From an optimization exercise on the open Yosys and OpenROAD flow, aimed at a short achievable clock period and few clock cycles; shortcuts taken in it are not production practice. In this exercise RTL edits were held to simulation tests only and were not proved equivalent to the original. Power and IR drop assume default switching activity.

[flow/constraint.sdc]
create_clock -name core_clock -period 8.0 [get_ports {clock}]
set_input_delay 1.6000 -clock core_clock [delete_from_list [all_inputs] [get_ports {clock}]]
set_output_delay 1.6000 -clock core_clock [all_outputs]
set_load 0.01 [all_outputs]
[flow/run.sh]
#!/bin/bash
# synth_recipe.tcl (not shown) runs the flow's synth.tcl, then flattens the netlist and writes it again
# the make line also repeats each setting of config.mk as NAME=value (left out here)
make -C /OpenROAD-flow-scripts/flow DESIGN_CONFIG=/design/flow/config.mk WORK_HOME=/design/flow/orfs CLKGATE_MAP_FILE= SYNTH_SCRIPT=/design/flow/synth_recipe.tcl finish
[flow/design.v]
`default_nettype none
package rv_pkg;
	localparam int xlen = 32;
	typedef logic [xlen-1:0] word_t;
	typedef logic [4:0] reg_addr_t;
	localparam word_t initial_pc = 32'h0000_0000;
	localparam logic [6:0] op_reg    = 7'b0110011;
	localparam logic [6:0] op_imm    = 7'b0010011;
	localparam logic [6:0] op_load   = 7'b0000011;
	localparam logic [6:0] op_store  = 7'b0100011;
	localparam logic [6:0] op_branch = 7'b1100011;
	localparam logic [6:0] op_jal    = 7'b1101111;
	localparam logic [2:0] f3_add_sub = 3'b000;
	localparam logic [2:0] f3_slt     = 3'b010;
	localparam logic [2:0] f3_xor     = 3'b100;
	localparam logic [2:0] f3_or      = 3'b110;
	localparam logic [2:0] f3_and     = 3'b111;
	localparam logic [2:0] f3_beq     = 3'b000;
	typedef enum logic [2:0] {
		alu_add,
		alu_sub,
		alu_and,
		alu_or,
		alu_xor,
		alu_slt
	} alu_op_t;
	typedef union packed {
		struct packed {
			logic [6:0] funct7;
			reg_addr_t  rs2;
			reg_addr_t  rs1;
			logic [2:0] funct3;
			reg_addr_t  rd;
			logic [6:0] opcode;
		} r_fields;
		struct packed {
			logic [11:0] imm12;
			reg_addr_t   rs1;
			logic [2:0]  funct3;
			reg_addr_t   rd;
			logic [6:0]  opcode;
		} i_fields;
	} instr_u;
	localparam word_t nop_instr = 32'h0000_0013;
endpackage
`default_nettype wire
`timescale 1ns/1ps
`default_nettype none
module register_file (
	input  wire        clock,
	input  wire        reset,
	input  wire [31:1] sel_a,
	input  wire [31:1] sel_b,
	input  wire [4:0]  wa,
	input  wire        we,
	input  wire [31:0] wd,
	output logic [31:0] rd_a,
	output logic [31:0] rd_b
);
	logic [31:0] regs [1:31];
	always_ff @(posedge clock or negedge reset) begin
		if (!reset) begin
			for (int i = 1; i < 32; i++) begin
				regs[i] <= '0;
			end
		end else if (we && wa != 5'd0) begin
			regs[wa] <= wd;
		end
	end
	always_comb begin
		rd_a = '0;
		rd_b = '0;
		for (int i = 1; i < 32; i++) begin
			rd_a = rd_a | ({32{sel_a[i]}} & regs[i]);
			rd_b = rd_b | ({32{sel_b[i]}} & regs[i]);
		end
	end
endmodule
`default_nettype wire
`timescale 1ns/1ps
`default_nettype none
module rv_core (
	input  wire           clock,
	input  wire           reset,
	output rv_pkg::word_t pc,
	input  wire rv_pkg::word_t instr,
	output rv_pkg::word_t data_addr,
	output rv_pkg::word_t data_out,
	input  wire rv_pkg::word_t data_in,
	output logic          ren,
	output logic          wen
);
	localparam int np = 16;
	logic [31:0] f_pc;
	logic [1:0]  pht     [np];
	logic [3:0]  lp_cur  [np];
	logic [3:0]  lp_trip [np];
	logic        lp_conf [np];
	logic        pr_f    [np];
	logic        pr_b    [np];
	logic        up_v;
	logic        up_taken;
	logic [3:0]  up_idx;
	logic [10:0] up_old;
	logic        e_valid;
	logic [3:0]  e_idx;
	logic [10:0] e_old;
	logic [4:0]  e_rd;
	logic        e_wr;
	logic        e_ld;
	logic        e_st;
	logic        e_br;
	logic        e_jal;
	logic        e_pt;
	logic        e_ok;
	logic [31:0] e_pc4;
	logic [31:13] e_pchi;
	logic [31:13] e_ofshi;
	logic        e_c13;
	logic [12:0] e_lo;
	logic        e_inv;
	logic        e_sum;
	logic        e_slt;
	logic        e_and;
	logic        e_or;
	logic        e_xor;
	logic [31:0] e_a;
	logic [31:0] e_b;
	logic [31:0] e_sd;
	logic        e_fa;
	logic        e_fb;
	logic        e_s_rr;
	logic        e_s_mr;
	logic        e_s_rma;
	logic        e_s_rms;
	logic        e_s_mm;
	logic        e_fsd_m;
	logic        e_fsd_ld;
	logic        m_wr;
	logic        m_ld;
	logic [4:0]  m_rd;
	logic [31:0] m_result;
	logic [31:0] m_resn;
	logic [31:0] m_addr;
	logic        w_wr;
	logic [4:0]  w_rd;
	logic [31:0] w_data;
	assign pc        = f_pc;
	assign data_addr = m_addr;
	logic [6:0]  f_op;
	logic [2:0]  f_f3;
	logic [4:0]  f_rs1;
	logic [4:0]  f_rs2;
	logic [4:0]  f_rdn;
	logic        f_reg;
	logic        f_imm;
	logic        f_ld;
	logic        f_st;
	logic        f_br;
	logic        f_jal;
	logic        f_wr;
	logic        f_use1;
	logic        f_use2;
	logic        f_inv;
	logic [31:0] imm_i;
	logic [31:0] imm_s;
	logic [31:0] imm_b;
	logic [31:0] imm_j;
	assign f_op  = instr[6:0];
	assign f_f3  = instr[14:12];
	assign f_rs1 = instr[19:15];
	assign f_rs2 = instr[24:20];
	assign f_rdn = instr[11:7];
	assign f_reg = f_op == rv_pkg::op_reg;
	assign f_imm = f_op == rv_pkg::op_imm;
	assign f_ld  = f_op == rv_pkg::op_load;
	assign f_st  = f_op == rv_pkg::op_store;
	assign f_br  = f_op == rv_pkg::op_branch && f_f3 == rv_pkg::f3_beq;
	assign f_jal = f_op == rv_pkg::op_jal;
	assign f_wr   = (f_reg || f_imm || f_ld || f_jal) && f_rdn != 5'd0;
	assign f_use1 = f_reg || f_imm || f_ld || f_st || f_br;
	assign f_use2 = f_reg || f_br;
	assign f_inv  = f_reg && ((f_f3 == 3'b000 && instr[30]) || f_f3 == 3'b010);
	assign imm_i = {{20{instr[31]}}, instr[31:20]};
	assign imm_s = {{20{instr[31]}}, instr[31:25], instr[11:7]};
	assign imm_b = {{20{instr[31]}}, instr[7], instr[30:25], instr[11:8], 1'b0};
	assign imm_j = {{12{instr[31]}}, instr[19:12], instr[20], instr[30:21], 1'b0};
	logic        f_pf;
	logic        f_pb;
	logic        f_take;
	assign f_pf   = pr_f[f_pc[5:2]];
	assign f_pb   = pr_b[f_pc[5:2]];
	assign f_take = f_jal || (f_br && (f_rs1 == f_rs2 ||
		(instr[31] ? f_pb : f_pf)));
	logic [13:0] f_lo_b;
	logic [13:0] f_lo_j;
	logic [31:0] f_tgt;
	logic        f_ok;
	assign f_lo_b = {1'b0, f_pc[12:0]} + {1'b0, imm_b[12:0]};
	assign f_lo_j = {1'b0, f_pc[12:0]} + {1'b0, imm_j[12:0]};
	assign f_tgt  = {f_pc[31:13], f_jal ? f_lo_j[12:0] : f_lo_b[12:0]};
	assign f_ok   = f_jal ?
		((!instr[31] && instr[19:13] == 7'h00 && !f_lo_j[13]) ||
		(instr[31] && instr[19:13] == 7'h7f && f_lo_j[13])) :
		(f_lo_b[13] == instr[31]);
	logic [31:1] f_oh1;
	logic [31:1] f_oh2;
	logic [31:0] rf_a;
	logic [31:0] rf_b;
	logic [31:0] va;
	logic [31:0] vb;
	logic [31:0] m_val;
	always_comb begin
		for (int i = 1; i < 32; i++) begin
			f_oh1[i] = f_rs1 == 5'(i);
			f_oh2[i] = f_rs2 == 5'(i);
		end
	end
	register_file i_register_file (
		.clock (clock),
		.reset (reset),
		.sel_a (f_oh1),
		.sel_b (f_oh2),
		.wa    (w_rd),
		.we    (w_wr),
		.wd    (w_data),
		.rd_a  (rf_a),
		.rd_b  (rf_b)
	);
	assign m_val = m_ld ? data_in : m_result;
	assign va = (m_wr && m_rd == f_rs1) ? m_val : ((w_wr && w_rd == f_rs1) ? w_data : rf_a);
	assign vb = (m_wr && m_rd == f_rs2) ? m_val : ((w_wr && w_rd == f_rs2) ? w_data : rf_b);
	logic        stall;
	logic        e_prod;
	logic        fa;
	logic        fb;
	assign stall = e_valid && e_ld && e_wr &&
		((f_use1 && f_rs1 == e_rd) || (f_use2 && f_rs2 == e_rd));
	assign e_prod = e_valid && e_wr && !e_ld;
	assign fa = f_use1 && e_prod && e_rd == f_rs1;
	assign fb = f_use2 && e_prod && e_rd == f_rs2;
	logic [31:0] s_rr;
	logic [31:0] s_mr;
	logic [31:0] s_rma;
	logic [31:0] s_rms;
	logic [31:0] s_mm;
	logic [31:0] sum;
	logic [31:0] opa;
	logic [31:0] opb;
	logic        bb31;
	logic        lt;
	logic [31:0] result;
	logic        eq;
	logic [19:0] e_hi;
	logic [31:0] e_tgt;
	logic        e_redir;
	logic [31:0] e_rtgt;
	logic [31:0] sd;
	function automatic logic [31:0] add_c(input logic [31:0] a, input logic [31:0] b,
		input logic cin);
		logic [32:0] t;
		t = {a, 1'b1} + {b, cin};
		add_c = t[32:1];
	endfunction
	assign s_rr  = add_c(e_a, e_b, e_inv);
	assign s_mr  = add_c(m_result, e_b, e_inv);
	assign s_rma = e_a + m_result;
	assign s_rms = add_c(e_a, m_resn, 1'b1);
	assign s_mm  = e_inv ? 32'd0 : {m_result[30:0], 1'b0};
	assign sum = ({32{e_s_rr}} & s_rr) | ({32{e_s_mr}} & s_mr) |
		({32{e_s_rma}} & s_rma) | ({32{e_s_rms}} & s_rms) | ({32{e_s_mm}} & s_mm);
	assign opa  = e_fa ? m_result : e_a;
	assign opb  = e_fb ? m_result : e_b;
	assign bb31 = e_fb ? (m_result[31] ^ e_inv) : e_b[31];
	assign lt   = (opa[31] == bb31) ? opa[31] : sum[31];
	assign result = ({32{e_sum}} & sum) |
		({32{e_and}} & (opa & opb)) |
		({32{e_or}} & (opa | opb)) |
		({32{e_xor}} & (opa ^ opb)) |
		{31'd0, e_slt & lt};
	always_comb begin
		case ({e_fa, e_fb})
			2'b00: eq = e_a == e_b;
			2'b10: eq = m_result == e_b;
			2'b01: eq = e_a == m_result;
			default: eq = 1'b1;
		endcase
	end
	assign e_hi  = {e_pchi, 1'b1} + {e_ofshi, e_c13};
	assign e_tgt = {e_hi[19:1], e_lo};
	assign e_redir = e_valid && ((e_br && eq != e_pt) || (e_pt && !e_ok));
	assign e_rtgt  = (e_jal || eq) ? e_tgt : e_pc4;
	assign sd = e_fsd_ld ? data_in : (e_fsd_m ? m_result : e_sd);
	always_ff @(posedge clock or negedge reset) begin
		if (!reset) begin
			f_pc <= rv_pkg::initial_pc;
		end else if (e_redir) begin
			f_pc <= e_rtgt;
		end else if (!stall) begin
			f_pc <= f_take ? f_tgt : f_pc + 32'd4;
		end
	end
	always_ff @(posedge clock or negedge reset) begin
		if (!reset) begin
			e_valid  <= 1'b0;
			e_wr     <= 1'b0;
			e_ld     <= 1'b0;
			e_st     <= 1'b0;
			e_br     <= 1'b0;
			e_jal    <= 1'b0;
			e_pt     <= 1'b0;
			e_ok     <= 1'b0;
			e_fsd_m  <= 1'b0;
			e_fsd_ld <= 1'b0;
		end else begin
			e_valid  <= !stall && !e_redir;
			e_wr     <= f_wr;
			e_ld     <= f_ld;
			e_st     <= f_st;
			e_br     <= f_br;
			e_jal    <= f_jal;
			e_pt     <= f_take;
			e_ok     <= f_ok;
			e_fsd_m  <= f_st && e_prod && e_rd == f_rs2;
			e_fsd_ld <= f_st && e_valid && e_wr && e_ld && e_rd == f_rs2;
		end
	end
	always_ff @(posedge clock) begin
		e_idx    <= f_pc[5:2];
		e_old    <= {pht[f_pc[5:2]], lp_cur[f_pc[5:2]], lp_trip[f_pc[5:2]], lp_conf[f_pc[5:2]]};
		e_rd     <= f_rdn;
		e_pc4    <= f_pc + 32'd4;
		e_pchi   <= f_pc[31:13];
		e_ofshi  <= f_jal ? imm_j[31:13] : imm_b[31:13];
		e_c13    <= f_jal ? f_lo_j[13] : f_lo_b[13];
		e_lo     <= f_tgt[12:0];
		e_inv    <= f_inv;
		e_slt    <= f_reg && f_f3 == 3'b010;
		e_xor    <= f_reg && f_f3 == 3'b100;
		e_or     <= f_reg && f_f3 == 3'b110;
		e_and    <= f_reg && f_f3 == 3'b111;
		e_sum    <= !(f_reg && (f_f3 == 3'b010 || f_f3 == 3'b100 ||
			f_f3 == 3'b110 || f_f3 == 3'b111));
		e_fa     <= fa;
		e_fb     <= fb;
		e_s_rr   <= !fa && !fb;
		e_s_mr   <= fa && !fb;
		e_s_rma  <= !fa && fb && !f_inv;
		e_s_rms  <= !fa && fb && f_inv;
		e_s_mm   <= fa && fb;
		e_a      <= f_jal ? 32'd0 : va;
		e_b      <= f_jal ? f_pc + 32'd4 : ((f_imm || f_ld) ? imm_i :
			(f_st ? imm_s : (f_inv ? ~vb : vb)));
		e_sd     <= vb;
	end
	always_ff @(posedge clock or negedge reset) begin
		if (!reset) begin
			m_wr <= 1'b0;
			m_ld <= 1'b0;
			ren  <= 1'b0;
			wen  <= 1'b0;
			w_wr <= 1'b0;
			up_v <= 1'b0;
		end else begin
			m_wr <= e_valid && e_wr;
			m_ld <= e_ld;
			ren  <= e_valid && e_ld;
			wen  <= e_valid && e_st;
			w_wr <= m_wr;
			up_v <= e_valid && e_br;
		end
	end
	always_ff @(posedge clock) begin
		m_rd     <= e_rd;
		m_result <= result;
		m_resn   <= ~result;
		m_addr   <= sum;
		data_out <= sd;
		w_rd     <= m_rd;
		w_data   <= m_val;
		up_taken <= eq;
		up_idx   <= e_idx;
		up_old   <= e_old;
	end
	logic [1:0]  u_ctr;
	logic [3:0]  u_cur;
	logic [3:0]  u_trip;
	logic        u_conf;
	always_comb begin
		{u_ctr, u_cur, u_trip, u_conf} = up_old;
		if (up_taken) begin
			if (u_ctr != 2'd3) u_ctr = u_ctr + 2'd1;
			u_conf = u_cur != 4'd15;
			u_trip = u_cur;
			u_cur  = 4'd0;
		end else begin
			if (u_ctr != 2'd0) u_ctr = u_ctr - 2'd1;
			if (u_cur != 4'd15) u_cur = u_cur + 4'd1;
		end
	end
	always_ff @(posedge clock or negedge reset) begin
		if (!reset) begin
			for (int i = 0; i < np; i++) begin
				pht[i]     <= 2'd1;
				lp_cur[i]  <= 4'd0;
				lp_trip[i] <= 4'd0;
				lp_conf[i] <= 1'b0;
				pr_f[i]    <= 1'b0;
				pr_b[i]    <= 1'b1;
			end
		end else if (up_v) begin
			pht[up_idx]     <= u_ctr;
			lp_cur[up_idx]  <= u_cur;
			lp_trip[up_idx] <= u_trip;
			lp_conf[up_idx] <= u_conf;
			pr_f[up_idx]    <= u_conf ? u_cur == u_trip : u_ctr[1];
			pr_b[up_idx]    <= u_conf ? u_cur == u_trip : u_ctr != 2'd0;
		end
	end
endmodule
`default_nettype wire
[flow/config.mk]
export PLATFORM = sky130hd
export DESIGN_NAME = rv_core
export DESIGN_NICKNAME = rv_core
export VERILOG_FILES = /design/flow/design.v
export SDC_FILE = /design/flow/constraint.sdc
export NUM_CORES = 4
export LEC_CHECK = 0
export ABC_CLOCK_PERIOD_IN_PS = 2500
export CAP_MARGIN = 20
export CORE_MARGIN = 2
export CORE_UTILIZATION = 65
export CTS_CLUSTER_DIAMETER = 100
export CTS_CLUSTER_SIZE = 50
export PLACE_DENSITY = 0.75
export SETUP_SLACK_MARGIN = 5
export SLEW_MARGIN = 20
==> results of run 1 <==
[synthesized netlist by cell type (89+ instances only)]
cell type,instances
and3_1,126
dfrtp_1,1216
o21ai_0,360
nand4_1,109
a22o_1,187
inv_1,153
a22oi_1,587
a221oi_1,194
mux2_2,1039
dfxtp_1,387
nor2_1,309
nor3_1,132
clkbuf_1,499
mux2i_1,198
nand2_1,667
xnor2_1,162
ha_1,229
xor2_1,89
a21oi_1,203
nand3_1,165
[power groups by stage]
stage                     registers, W  logic [W]  clock network, W
after global placement         0.00911    0.00260                 0
after floorplan                0.00896    0.00174                 0
after CTS                      0.00886    0.00333           0.00405
after detailed placement       0.00913    0.00267                 0
[stage by stage]
stage	utilization	std cells
3_5_place_dp	0.6899	9498
2_1_floorplan	-	8072
3_3_place_gp	0.6895	9496
4_1_cts	0.7837	10180
[routing by layer]
| metal | track usage | GRT overflow |
|---|---|---|
| met4 | 0.6239 | 10 |
| met2 | 0.8674 | 25 |
| met3 | 0.5771 | 6 |
| met5 | 0.4143 | 0 |
| met1 | 0.7554 | 5 |
[how the worst max path moves through the flow]
stage | slack, ns | endpoint | cells past startpoint | from
after floorplan | 4.40 | e_b[24] | 11 | instr[24]
after global placement | 2.12 | e_b[14] | 12 | instr[24]
after detailed placement | 2.03 | e_b[2] | 12 | instr[24]
after CTS | 4.52 | m_result[31] | 12 | e_a[1]
[cells by family after synthesis]
logic type,count (synthesis),synth area share
AOI/OAI and AO/OA,2117,0.1810
and+or+nand+nor,1771,0.09880
DFF,1635,0.4592
muxes,1240,0.1614
buffers and inverters,820,0.03811
xor gates and xnor gates,251,0.02587
adders and majority gates,238,0.03561
[repair_timing]
item / in CTS
setup endpoints to repair: 401
gates resized for setup: 1342
hold buffers: 0
gates cloned: 71
endpoints found under the hold margin: 0
pin swaps: 406
setup buffers: 525
==> qor.yml, run 1 <==
grt:
  track_usage: 0.7210
  grt_max_degree: 191
  grt_overflow: 46
placed_design:
  numPortBuffers: 163
  dp_hpwl_um: 235400
  postPlaceCellArea_um2: 89440
  place_congestion: 1.069
  detailedPlace.worstSlack_ns: 2.034
run_status:
  lastStage: "5_1_grt"
  error: "[ERROR GRT-0232] Routing congestion too high. Check the congestion heatmap in the GUI."
  status: "aborted with a tool error"
yosys:
  netlist_top_cells_area: "dfrtp_1 36%, mux2_2 14%, dfxtp_1 9.1%"
  yosysUniqueCellTypes: 99
  ys_ff_latch: 1635
  netlist_area_um2: 84960
  yosysWarnings: 9
  synthFlopType: "dfrtp_1"
  ys_seq_area_frac: 0.4592
  avgSynthCellArea_um2: 10.53
  synth_fp_nets: 8374
  synth_enable_flop_cells: 0
  yosys.area.top_type_share: 0.3581
  synth_top_area_cell: "dfrtp_1"
  async_reset_ff_frac: 0.7633
  synth_cells: 8072
cts:
  clockBufferDepth: 3
  root_buffer: "clkbuf_16"
  htreeDepth: 2
  cts.sinks: 1635
  cts-buffers-inserted: 47
die:
  dieHeight_um: 365.5
  io_pins: 164
  core.rowCount: 132
  die_w_um: 365.5
  initial_core_util: 0.6553
Testbench counts, summed over its fixed seeds: cycles 39,620.
==> run 2, diff against run 1 <==
--- a/flow/design.v
+++ b/flow/design.v
@@ -134,6 +134,9 @@
 	logic        e_s_rma;
 	logic        e_s_rms;
 	logic        e_s_mm;
+	logic        e_l_rr;
+	logic        e_l_mr;
+	logic        e_l_rms;
 	logic        e_fsd_m;
 	logic        e_fsd_ld;
 	logic        m_wr;
@@ -181,6 +184,9 @@
 	assign f_use1 = f_reg || f_imm || f_ld || f_st || f_br;
 	assign f_use2 = f_reg || f_br;
 	assign f_inv  = f_reg && ((f_f3 == 3'b000 && instr[30]) || f_f3 == 3'b010);
+	logic        f_sum;
+	assign f_sum  = !(f_reg && (f_f3 == 3'b010 || f_f3 == 3'b100 ||
+		f_f3 == 3'b110 || f_f3 == 3'b111));
 	assign imm_i = {{20{instr[31]}}, instr[31:20]};
 	assign imm_s = {{20{instr[31]}}, instr[31:25], instr[11:7]};
 	assign imm_b = {{20{instr[31]}}, instr[7], instr[30:25], instr[11:8], 1'b0};
@@ -272,8 +278,10 @@
 	assign opa  = e_fa ? m_result : e_a;
 	assign opb  = e_fb ? m_result : e_b;
 	assign bb31 = e_fb ? (m_result[31] ^ e_inv) : e_b[31];
-	assign lt   = (opa[31] == bb31) ? opa[31] : sum[31];
-	assign result = ({32{e_sum}} & sum) |
+	logic        sub31;
+	assign sub31 = (e_l_rr & s_rr[31]) | (e_l_mr & s_mr[31]) | (e_l_rms & s_rms[31]);
+	assign lt   = (opa[31] == bb31) ? opa[31] : sub31;
+	assign result = sum |
 		({32{e_and}} & (opa & opb)) |
 		({32{e_or}} & (opa | opb)) |
 		({32{e_xor}} & (opa ^ opb)) |
@@ -339,15 +347,17 @@
 		e_xor    <= f_reg && f_f3 == 3'b100;
 		e_or     <= f_reg && f_f3 == 3'b110;
 		e_and    <= f_reg && f_f3 == 3'b111;
-		e_sum    <= !(f_reg && (f_f3 == 3'b010 || f_f3 == 3'b100 ||
-			f_f3 == 3'b110 || f_f3 == 3'b111));
+		e_sum    <= f_sum;
 		e_fa     <= fa;
 		e_fb     <= fb;
-		e_s_rr   <= !fa && !fb;
-		e_s_mr   <= fa && !fb;
-		e_s_rma  <= !fa && fb && !f_inv;
-		e_s_rms  <= !fa && fb && f_inv;
-		e_s_mm   <= fa && fb;
+		e_s_rr   <= f_sum && !fa && !fb;
+		e_s_mr   <= f_sum && fa && !fb;
+		e_s_rma  <= f_sum && !fa && fb && !f_inv;
+		e_s_rms  <= f_sum && !fa && fb && f_inv;
+		e_s_mm   <= f_sum && fa && fb;
+		e_l_rr   <= !fa && !fb;
+		e_l_mr   <= fa && !fb;
+		e_l_rms  <= !fa && fb;
 		e_a      <= f_jal ? 32'd0 : va;
 		e_b      <= f_jal ? f_pc + 32'd4 : ((f_imm || f_ld) ? imm_i :
 			(f_st ? imm_s : (f_inv ? ~vb : vb)));
--- a/flow/config.mk
+++ b/flow/config.mk
@@ -7,10 +7,8 @@
 export LEC_CHECK = 0
 export ABC_CLOCK_PERIOD_IN_PS = 2500
 export CAP_MARGIN = 20
+export CELL_PAD_IN_SITES_DETAIL_PLACEMENT = 1
 export CORE_MARGIN = 2
-export CORE_UTILIZATION = 65
-export CTS_CLUSTER_DIAMETER = 100
-export CTS_CLUSTER_SIZE = 50
-export PLACE_DENSITY = 0.75
+export CORE_UTILIZATION = 35
 export SETUP_SLACK_MARGIN = 5
 export SLEW_MARGIN = 20
==> qor.yml, run 2 <==
placed_design:
  numPortBuffers: 163
  postPlaceCellArea_um2: 91750
  dp_hpwl_um: 277100
  place_congestion: 1.013
yosys:
  ys_ff_latch: 1637
  yosysWarnings: 9
  async_reset_ff_frac: 0.7624
  netlist_area_um2: 85210
  avgSynthCellArea_um2: 10.43
  synth_cells: 8169
  synth_common_cells: "1,216 x dfrtp_1, 1,029 x mux2_2, 682 x nand2_1"
  synth_fp_nets: 8471
  synth_enable_flop_cells: 0
  synth_top_area_cell: "dfrtp_1"
  netlist_top_cells_area: "dfrtp_1 36%, mux2_2 14%, dfxtp_1 9.1%"
  synthFlopType: "dfrtp_1"
  ys_seq_area_frac: 0.4583
  yosys.area.top_type_share: 0.3571
  yosysMostFrequentCell: "dfrtp_1"
  yosysUniqueCellTypes: 100
die:
  dieHeight_um: 497.4
  core.rowCount: 181
  die_w_um: 497.4
  initial_core_util: 0.3510
  io_pins: 164
timing:
  postGrtWorstEndpoint: "e_b[26]$_DFF_P_/D"
  worst_path_end_type: "sequential cell input"
cts:
  htreeDepth: 4
  clockBufferDepth: 3
  root_buffer: "clkbuf_16"
  cts.sinks: 1637
  cts-buffers-inserted: 177
  postCtsHoldBufs: 0
grt:
  grt_overflow: 56
  antenna_found_initial: 103
  track_usage: 0.5868
  grt_max_degree: 194
run_status:
  lastStage: "5_1_grt"
  error: "[ERROR GRT-0232] Routing congestion too high. Check the congestion heatmap in the GUI."
  status: "aborted with a tool error"
==> run 2: cell types whose count changed after synthesis, sizes merged, moves of 16 or more <==
cell    delta
nor2b     +16
o211ai    -37
nand2     +16
nand2b    +25
nor2      +22
and3      -36
xnor2     -38
a21oi     +53
inv       +33
mux2i     -24
nand3     +27
o22ai     +19
==> run 2: metal layers <==
layer,overflow,track usage
met5,3,0.4185
met1,6,0.5788
met2,22,0.6937
met4,21,0.5111
met3,4,0.5267
==> run 2: what timing repair did <==
action | in CTS
resized for setup | 1558
pin swaps | 344
endpoints found under the setup margin | 631
gates cloned | 45
setup buffers | 612
==> run 2: stage by stage <==
step	cells	power, W	util	hold WS [ns]	setup slack [ns]
floorplan	8169	0.01019	-	0.3096	4.268
global placement	11110	0.01112	0.3779	0.3108	1.612
detailed placement	11110	0.01121	0.3779	0.3132	1.740
CTS	12100	0.02014	0.4456	0.3297	4.701
==> run 2: kinds of logic after synthesis <==
kind of cell	after synthesis	share of synthesized area
multiplexers	1207	0.1574
AND/OR/NAND/NOR	1858	0.1043
adder cells (fa/ha/maj)	237	0.03539
buffers and inverters	843	0.04006
XOR/XNOR	226	0.02323
AO/OA/AOI/OAI	2161	0.1813
flip-flops	1637	0.4583
==> run 2: power groups by stage <==
stage	combinational [W]	sequential [W]	clock (W)
3_3_place_gp	0.00217	0.00895	0
2_1_floorplan	0.00137	0.00882	0
4_1_cts	0.00285	0.00873	0.00855
3_5_place_dp	0.00224	0.00897	0
==> run 2: worst max path at each step <==
stage | endpoint | slack [ns] | cells after the start | start
after global placement | e_b[26] | 1.61 | 11 | instr[22]
after detailed placement | e_b[30] | 1.74 | 11 | instr[22]
after CTS | e_b[7] | 4.70 | 13 | instr[23]
after floorplan | e_b[8] | 4.27 | 12 | instr[20]
Testbench counts of run 2, summed over its fixed seeds: cycles 39,620.
==> run 3, diff against run 2 <==
--- a/flow/config.mk
+++ b/flow/config.mk
@@ -7,8 +7,7 @@
 export LEC_CHECK = 0
 export ABC_CLOCK_PERIOD_IN_PS = 2500
 export CAP_MARGIN = 20
-export CELL_PAD_IN_SITES_DETAIL_PLACEMENT = 1
 export CORE_MARGIN = 2
-export CORE_UTILIZATION = 35
+export CORE_UTILIZATION = 30
 export SETUP_SLACK_MARGIN = 5
 export SLEW_MARGIN = 20
==> qor.yml, run 3 <==
cts:
  clkTransAtPathRegs_ns: 0.06
  postCtsHoldBufs: 0
  cts-buffers-inserted: 179
  cts.sinks: 1637
  root_buffer: "clkbuf_16"
  htreeDepth: 4
  cts_tree: "built"
  clockBufferDepth: 4
  clock_latency_ns: 0.98
pwr:
  vdd_drop_max_mv: 0.1831
  p_leak_nw: 51.13
  p_per_area_nw_per_um2: 182.1
cells_and_area:
  layout_commonest_cell: "dfrtp_1"
  drive_gt1_frac: 0.4003
  nFillCells: 26260
  largest_register: "i_register_file.regs"
  stdcell_count: 12870
  final_core_util: 0.4029
  top_regs: "i_register_file.regs (992), lp_cur (64), lp_trip (64)"
  layout_common_cells: "1,182 x dfrtp_1, 1,025 x mux2_2, 651 x nand2_1"
  largest_register_ffs: 992
  areaGrowthSynthToFinish_pct: 33.48
  fin_nets: 9243
timing:
  finClkSkew_ns: 0.08473
  slew_headroom: 0.1293
  worst_pin_slew_ns: 1.306
  fin_setup_tns_ns: 0
  grt_setup_unrepaired: "true"
  fmax_mhz: 290.9
  fin_crit_ns: 3.438
  hold_viol: 0
  slew_violations: 0
  setup_viol: 0
  period_share: 0.4297
yosys:
  yosysWarnings: 9
  synth_common_cells: "1,216 x dfrtp_1, 1,029 x mux2_2, 682 x nand2_1"
  synth_cells: 8169
  synthSimpleGateAreaFrac: 0.1043
  yosysMostFrequentCell: "dfrtp_1"
  synth_fp_nets: 8471
  ys_ff_latch: 1637
  synth_compound_area_frac: 0.1813
  yosys.area.top_type_share: 0.3571
  synthMuxAreaShare: 0.1574
  synth_enable_flop_cells: 0
  async_reset_ff_frac: 0.7624
  synth_adder_area_share: 0.03539
  avgSynthCellArea_um2: 10.43
  ys_seq_area_frac: 0.4583
  netlist_top_cells_area: "dfrtp_1 36%, mux2_2 14%, dfxtp_1 9.1%"
  yosysUniqueCellTypes: 100
  synth_top_family_by_area: "compound AO/OA/AOI/OAI gates"
  netlist_area_um2: 85210
  synth_top_area_cell: "dfrtp_1"
  synth_xor_xnor_area_share: 0.02323
  synthFlopType: "dfrtp_1"
grt:
  grt_pass1_vias: 78170
  antenna_found_initial: 43
  grt_overflow: 0
  grt_pass1_wl_um: 643400
  grt_max_degree: 171
  track_usage: 0.3187
worst_hold_path:
  hold_class: "flop to flop"
  hold_start: "e_old[2]"
  min_to: "up_old[2]"
  hold_path_depth: 0
placed_design:
  place_congestion: 0.9915
  numPortBuffers: 163
  dp_hpwl_um: 262500
  dp_cells: 11620
die:
  core.rowCount: 195
  core_region_area_um2: 282300
  initial_core_util: 0.3019
  die_area_um2: 288300
  io_pins: 164
  die_w_um: 537.0
  dieHeight_um: 537.0
route:
  drcViolationCount: 0
  vias: 85480
  first_iter_violations: 15830
  avgRoutedWirePerCell_um: 37.58
  drtPass1Iterations: 17
  avgViaCountPerCell: 6.641
  totalWireLength_um: 483800
  ant_nets: 0
critical_path:
  cp-end-kind: "flop"
  critPathRequiredTime_ns: 8.85
  timing.rr.start: "e_b[11]"
  r2r_cells: 10
  rrSetupSlack_ns: 4.57
  startpoint_type: "primary input"
  crit_arrival_ns: 4.28
  r2r_end: "m_resn[28]"
  critPathMaxFanout: 7
  crit_type: "primary input to flop"
run_status:
  status: "timing/DRC/antenna clean"
run:
  cap_violations: 0
[run 3: cell counts after synthesis]
Identical to the previous run, type by type.
[run 3: layer usage]
layer,GRT usage,up-vias,share of wire
met2,0.4261,8188,0.38
met5,0.02664,-,0.0034
met3,0.1863,3116,0.17
met4,0.2302,56,0.10
li1,-,32160,-
met1,0.3715,41960,0.34
[run 3: what timing repair did]
action | 4_1_cts | 5_1_grt
cloned | 50 | 8
endpoints found under the setup margin | 716 | 498
gates resized for setup | 1508 | 598
buffers inserted | 578 | 240
pin swaps | 304 | 406
[run 3: kinds of logic (layout without fill, tap and decap cells)]
family          count (synthesis)  count (layout)
flops                        1637            1637
compound gates               2161            2161
fa+ha+maj                     237             237
other cells                     0              49
xor+xnor                      226             226
simple gates                 1858            1882
buf+inv                       843            1729
mux                          1207            1207
[run 3: final cells by class]
| cell class | instances | area [um2] | share of cell area |
|---|---|---|---|
| Inverter | 191 | 769.5 | 0.006765 |
| Tap cell | 3743 | 4683 | 0.04117 |
| Multi-Input combinational cell | 5713 | 49290 | 0.4334 |
| Sequential cell | 1637 | 39360 | 0.3461 |
| Timing Repair Buffer | 1219 | 13510 | 0.1187 |
| Clock inverter | 57 | 713.2 | 0.006270 |
| Clock buffer | 262 | 5295 | 0.04655 |
| Antenna cell | 49 | 122.6 | 0.001078 |
[run 3: power breakdown]
| group | total (W) | leakage (nW) | switching [W] | internal, W |
|---|---|---|---|---|
| clock | 0.00875 | 2.96 | 0.00372 | 0.00503 |
| combinational | 0.00322 | 27.7 | 0.00198 | 0.00124 |
| sequential | 0.00874 | 20.4 | 0.000244 | 0.00849 |
| total | 0.0207 | 51.1 | 0.00595 | 0.0148 |
[run 3: how the worst max path moves through the flow]
stage | from | cells past startpoint | end
global route | m_result[11] | 10 | m_resn[28]
CTS | instr[20] | 14 | e_b[10]
detailed placement | instr[22] | 11 | e_b[22]
global placement | instr[22] | 11 | e_b[12]
finish | instr[20] | 12 | e_b[8]
floorplan | instr[20] | 12 | e_b[8]
[run 3: worst max-delay path, stage by stage]
cell      delay, ns
buf_12         0.12
buf_12         0.15
and2_4         0.20
and2_4         0.28
buf_12         0.19
buf_6          0.18
a22oi_1        0.23
nand3_1        0.10
or4_4          0.50
o221ai_4       0.38
and3b_1        0.25
nor3_2         0.05
[run 3: stage by stage]
stage	setup WS, ns	cell area (um2)	hold WS, ns	total power [W]
finish	4.562	113700	0.3258	0.02071
global route	4.580	113700	0.3329	0.02117
CTS	4.709	108400	0.3278	0.02033
detailed placement	1.800	92220	0.3132	0.01122
global placement	2.012	92220	0.3117	0.01118
floorplan	4.268	87660	0.3096	0.01019
==> run 4, diff against run 3 <==
--- a/flow/config.mk
+++ b/flow/config.mk
@@ -9,5 +9,6 @@
 export CAP_MARGIN = 20
 export CORE_MARGIN = 2
 export CORE_UTILIZATION = 30
+export PLACE_DENSITY = 0.5
 export SETUP_SLACK_MARGIN = 5
 export SLEW_MARGIN = 20
==> qor.yml, run 4 <==
critical_path:
  max_stage_delay_ns: 0.52
  crit_top_cell: "buf_12"
  crit_path_start: "instr[18]"
  rrSetupSlack_ns: 4.62
  r2r_end: "m_result[29]"
  cp-end-kind: "flop"
  timing.rr.start: "e_a[25]"
  crit_chain: "buf_12, buf_12, buf_16, or3_4, buf_6, nor2_4, buf_12, a22o_1, a221oi_2, nand4_1, nor3_4, nor3_4, a21oi_4, nor2_1"
  startpoint_type: "primary input"
  crit_end: "e_a[4]"
  crit_type: "primary input to flop"
  cp_slowest_cell: "nor3_4"
  r2r_cells: 9
  crit_arrival_ns: 4.31
  critPathMaxFanout: 9
  critPathRequiredTime_ns: 8.76
yosys:
  synth_common_cells: "1,216 x dfrtp_1, 1,029 x mux2_2, 682 x nand2_1"
  yosysWarnings: 9
  synth_fp_nets: 8471
  yosysMostFrequentCell: "dfrtp_1"
  netlist_area_um2: 85210
  async_reset_ff_frac: 0.7624
  yosys.area.top_type_share: 0.3571
  ys_ff_latch: 1637
  synth_top_area_cell: "dfrtp_1"
  synthFlopType: "dfrtp_1"
  netlist_top_cells_area: "dfrtp_1 36%, mux2_2 14%, dfxtp_1 9.1%"
  synth_cells: 8169
  avgSynthCellArea_um2: 10.43
  yosysUniqueCellTypes: 100
  ys_seq_area_frac: 0.4583
  synth_enable_flop_cells: 0
pwr:
  p_leak_nw: 52.03
  p_per_area_nw_per_um2: 183.0
  vdd_drop_max_mv: 0.1776
grt:
  antenna_found_initial: 41
  grt_pass1_wl_um: 667100
  grt_max_degree: 173
  track_usage: 0.3326
  grt_overflow: 0
  grt_pass1_vias: 78110
timing:
  period_share: 0.4442
  fin_setup_tns_ns: 0
  slew_violations: 0
  finClkSkew_ns: 0.08857
  fmax_mhz: 281.4
  worst_hold_slack_ns: 0.3253
  worst_pin_slew_ns: 1.283
  fin_crit_ns: 3.554
  hold_viol: 0
  slew_headroom: 0.1446
  grt_setup_unrepaired: "true"
  setup_viol: 0
placed_design:
  numPortBuffers: 163
  place_congestion: 0.9906
  dp_hpwl_um: 281200
die:
  initial_core_util: 0.3019
  die_area_um2: 288300
  die_w_um: 537.0
  dieHeight_um: 537.0
  io_pins: 164
  core_region_area_um2: 282300
  core.rowCount: 195
route:
  vias: 83670
  totalWireLength_um: 498700
  avgViaCountPerCell: 6.471
  drtPass1Iterations: 13
  drcViolationCount: 0
  ant_nets: 0
  avgRoutedWirePerCell_um: 38.57
  first_iter_violations: 13920
cells_and_area:
  layout_commonest_cell: "dfrtp_1"
  largest_register_ffs: 992
  nFillCells: 26450
  top_regs: "i_register_file.regs (992), lp_cur (64), lp_trip (64)"
  drive_gt1_frac: 0.4098
  areaGrowthSynthToFinish_pct: 35.85
  fin_nets: 9316
  layout_common_cells: "1,181 x dfrtp_1, 1,027 x mux2_2, 648 x nand2_1"
  largest_register: "i_register_file.regs"
cts:
  cts_tree: "built"
  clkTransAtPathRegs_ns: 0.06
  cts.sinks: 1637
  cts-buffers-inserted: 189
  clock_latency_ns: 0.92
  root_buffer: "clkbuf_16"
  htreeDepth: 4
  clockBufferDepth: 4
worst_hold_path:
  hold_class: "flop to flop"
run_status:
  status: "timing/DRC/antenna clean"
run:
  cap_violations: 0
## run 4: kinds of logic after synthesis
| kind of cell | count (synthesis) | share of synthesized area |
|---|---|---|
| xor+xnor | 226 | 0.02323 |
| mux | 1207 | 0.1574 |
| fa+ha+maj | 237 | 0.03539 |
| flops | 1637 | 0.4583 |
| buf+inv | 843 | 0.04006 |
| simple gates | 1858 | 0.1043 |
| compound gates | 2161 | 0.1813 |
## run 4: power by group
group	switching, W	internal [W]	leakage, nW
Clock	0.00378	0.00548	3.16
Sequential	0.000227	0.00849	20.5
Combinational	0.00195	0.00125	28.4
## run 4: final cells by class
| class | instances | area (um2) | area share |
|---|---|---|---|
| inverter | 191 | 762.0 | 0.006582 |
| clock inverter | 66 | 940.9 | 0.008128 |
| timing repair buffer | 1284 | 14740 | 0.1274 |
| antenna | 29 | 72.57 | 0.0006269 |
| clock buffer | 270 | 5499 | 0.04750 |
| tap | 3743 | 4683 | 0.04045 |
| multi-input combinational | 5711 | 49650 | 0.4289 |
| sequential | 1637 | 39420 | 0.3405 |
## run 4: worst min-delay path by stage
| stage | from | end | slack, ns | cells past startpoint |
|---|---|---|---|---|
| global placement | e_idx[3] | up_idx[3] | 0.31 | 0 |
| CTS | e_old[7] | up_old[7] | 0.33 | 0 |
| detailed placement | e_old[5] | up_old[5] | 0.31 | 0 |
| floorplan | e_idx[0] | up_idx[0] | 0.31 | 0 |
| finish | e_old[7] | up_old[7] | 0.33 | 0 |
| global route | e_old[5] | up_old[5] | 0.33 | 0 |
## run 4: routing by layer
| layer | wire [um] | up-vias | track usage |
|---|---|---|---|
| met5 | 1012 | - | 0.007730 |
| met4 | 43710 | 42 | 0.2150 |
| met3 | 73500 | 2357 | 0.1576 |
| met2 | 195300 | 7030 | 0.4585 |
| met1 | 185100 | 41960 | 0.4107 |
| li1 | - | 32280 | - |
## run 4: per-stage QoR
step	cell area [um2]	setup slack (ns)	utilization	total power (W)	instances
floorplan	87660	4.268	-	0.01019	8169
detailed placement	92610	1.682	0.3281	0.01120	11650
finish	115800	4.446	0.4101	0.02118	12930
CTS	111400	4.686	0.3945	0.02086	12710
global placement	92600	1.818	0.3280	0.01117	11650
global route	115700	4.493	0.4099	0.02171	12910
## run 4: critical path: cells and delay by family
family,cells,cell delay (ns)
AND/OR/NAND/NOR,6,1.54
buffers and inverters,5,0.74
AO/OA/AOI/OAI,3,0.39
## run 4: timing repair
action | in CTS | in global routing
pin swaps | 390 | 370
endpoints found under the hold margin | 0 | 0
endpoints found under the setup margin | 749 | 507
gates resized for setup | 1655 | 526
hold buffers | 0 | 0
gates cloned | 60 | 5
setup buffers | 661 | 189

[separate check: timing with driven ports]
Ports are ideal in the flow. The routed layouts listed here were re-timed in OpenROAD. Step 1 sets driving cells, clkbuf_16 on the clock port and buf_2 on the other inputs (assumed; they add their load-dependent delay and slew). Step 2, shift: input delay + t, output delay - t, t = (earliest + latest rising clock arrival at the registers) / 2. This alone moves slack from input paths to output paths. Three values: ideal, step 1, step 2; two values: the first two.
run | shift t [ns] | slack for setup (ns) | slew at the worst register clock pin (ns) | worst slew at a driven data input, ns | pins driven straight from the clock port
run 3 | 1.030 | 4.562 / 4.571 / 3.545 | 0.07 / 0.07 | 0.22 | 1
run 4 | 0.970 | 4.446 / 4.391 / 3.421 | 0.07 / 0.07 | 0.33 | 1
After both steps setup and hold are still met in every run listed. The setup slack of run 4, which loses most, moves by -0.055 ns with the drivers and by -1.025 ns with both steps.
